Source: an optimization exercise on an open RTL-to-GDS flow (aim: small area, a short achievable clock period and few clock cycles per item). Production flows keep margins and buffers that such runs may drop. Power figures rest on the tool's default switching activity, not on a simulated workload.

## v29
==> flow/design.v (excerpt) <==
module sliding_median_filter (
    input  logic                 clk,
    input  logic                 rst_n,
    input  logic                 samples_valid,
    output logic                 samples_ready,
    input  logic [15:0]          samples_sample,
    input  logic                 samples_end_of_seq,
    output logic                 medians_valid,
    input  logic                 medians_ready,
    output logic [15:0]          medians_median,
    output logic                 medians_last_out,
    input  logic                 cfg_valid,
    output logic                 cfg_ready,
    input  logic [3:0]           cfg_window_len
);
    logic [CFG_WIDTH-1:0] window_len_reg;
    logic        adv;
    logic        adv_next;
    logic        a_v, a_fill, a_emit, a_last;
    logic [3:0]  a_ws;
    logic [15:0] a_y;
    logic        push;
    logic [15:0] push_median;
    logic        push_last;
    assign cfg_ready = 1'b1;
    always_ff @(posedge clk or negedge rst_n)
    begin
        if (!rst_n)
            window_len_reg <= WINDOW_LEN_RESET;
        else if (cfg_valid)
            window_len_reg <= cfg_window_len;
    end
    smf_front u_front (
        .clk                (clk),
        .rst_n              (rst_n),
        .window_len         (window_len_reg),
        .adv                (adv),
        .adv_next           (adv_next),
        .samples_valid      (samples_valid),
        .samples_ready      (samples_ready),
        .samples_sample     (samples_sample),
        .samples_end_of_seq (samples_end_of_seq),
        .a_v                (a_v),
        .a_fill             (a_fill),
        .a_emit             (a_emit),
        .a_last             (a_last),
        .a_ws               (a_ws),
        .a_y                (a_y)
    );
    smf_back u_back (
        .clk         (clk),
        .rst_n       (rst_n),
        .window_len  (window_len_reg),
        .adv         (adv),
        .a_v         (a_v),
        .a_fill      (a_fill),
        .a_emit      (a_emit),
        .a_last      (a_last),
        .a_ws        (a_ws),
        .a_y         (a_y),
        .push        (push),
        .push_median (push_median),
        .push_last   (push_last)
    );
  ...
Size: roughly 2300 cells after synthesis, ~46 I/O pins.
==> flow/config.mk <==
export PLATFORM = sky130hd
export DESIGN_NAME = sliding_median_filter
export DESIGN_NICKNAME = sliding_median_filter
export VERILOG_FILES = /design/flow/design.v
export SDC_FILE = /design/flow/constraint.sdc
export NUM_CORES = 4
export LEC_CHECK = 0
export CAP_MARGIN = 20
export CORE_MARGIN = 2
export CORE_UTILIZATION = 40
export SLEW_MARGIN = 20
export SETUP_SLACK_MARGIN = 6.3
==> flow/constraint.sdc <==
create_clock -name core_clock -period 10.0 [get_ports {clk}]
set_input_delay 2.0000 -clock core_clock [delete_from_list [all_inputs] [get_ports {clk}]]
set_output_delay 2.0000 -clock core_clock [all_outputs]
set_load 0.01 [all_outputs]
standard.sh (not shown) runs the stock make flow with config.mk's settings and CLKGATE_MAP_FILE= SYNTH_SCRIPT=/design/flow/synth_recipe.tcl, a recipe that flattens the netlist after the stock synthesis.
==> flow/flow/run.sh <==
#!/bin/bash
# Standard ORFS layout, with the setup repair aimed at a tighter slack target.
# The clock, the constraints and every step are the standard flow's own (standard.sh); only
# the repair target differs. Each tool's output is kept in a log file here.
set -euo pipefail
cd "$(dirname "$0")/.."
bash standard.sh synth > flow_synth.log 2>&1
margin=$(cat flow/margin.txt)
echo "export SETUP_SLACK_MARGIN = ${margin}" >> config.mk
bash standard.sh > flow_layout.log 2>&1
==> flow/flow/margin.txt <==
6.3
v29 went all the way through the flow, and no timing, DRC or antenna check failed.
Input-level comparison between v10 and v29:
Settings: swapping 6.3 for 6.6 in SETUP_SLACK_MARGIN; swapping 40 for 55 in CORE_UTILIZATION; putting PLACE_DENSITY at 0.72 where nothing was set.
==> flow/flow/margin.txt <==
6.6
Findings:
The lower design area of v29 and v10 is in v29.
Compared with v29, v10 shows worst setup slack higher by 0.076 ns.
Delta (v10 minus v29): clock-buffer cell count now larger, minimum clock period after layout shrank by 0.076 ns, logic depth of the worst path, buffers included shows an increase of 1, number of global-route vias before repair now larger.
When v10 is measured against v29, its clock power share turns out 1.2 points lower.
Between v29 and v10, first-pass GRT wire length is lower for v10, v29 comes in above that.
v29 → v10: worst endpoint required time saw a decrease, number of buffer and inverter stages on the critical path saw an increase, worst hold slack saw little to no change.
For v37, these inputs were changed with respect to v10:
Settings: clearing PLACE_DENSITY, which used to be 0.72; swapping 55 for 40 in CORE_UTILIZATION.
v10 → v37: post-placement cell count up 203, final period demand of the worst path decreased 0.028 ns, power grew by 0.054 mW. Areal power density over the cells ended up 0.92% lower on v37 than on v10. Sort v10 and v37 by vertical extent of the die asc -> top: v10. When the final numbers for v10 and v37 were put side by side, the clock-buffer cell count turned out to be greater in v37. v37 vs v10: share of power burned in the clock network down.
diff inputs: v37 => v56
Settings: CTS_CLUSTER_DIAMETER now 80, previously not set; CTS_CLUSTER_SIZE now 20, previously not set.
### Flow results
- Result: PASS for each of v56 and v37
- A worst setup path endpoint of u_back.b_le[11] is what v56 shows, while u_back.ro_q[3] belongs to v37.
- Against v37, v56 comes in 0.31 points higher on non-clock buffer area fraction after layout.
- Diff v37 -> v56: leftover overflow at the end of global routing did not really move; initial antenna violation count fell by 1.
Function was not checked in any run of this note: the RTL went through the layout flow alone.

## separate check: timing with driven ports
No port has a modelled driver above. Below, the same layouts with a new extraction and two added sets of constraints. Step 1 assumes that a clkbuf_16 drives the clock port and a buf_2 every other input. Step 2 adds t to the input delays and takes it off the output delays; t is the mean of the earliest and latest rising clock arrival at the registers after step 1. Input paths then give back, and output paths get back, about the clock's delay inside the block. Slacks: no drivers / after step 1 / after step 2; pairs: no drivers / after step 1.
run	t, ns	setup WS [ns]	clock arrival spread, ns	cell pins on the clock port's net
v29	0.671	6.395 / 6.394 / 6.049	0.056 / 0.056	1
v10	0.644	6.472 / 6.472 / 6.197	0.027 / 0.028	1
v37	0.657	6.500 / 6.500 / 6.164	0.030 / 0.030	1
v56	0.675	6.539 / 6.539 / 6.128	0.044 / 0.044	1
After both steps every run listed still meets setup and hold. For v56, which loses most, drivers alone change the setup slack by 0.000 ns; drivers and shift together by -0.411 ns.
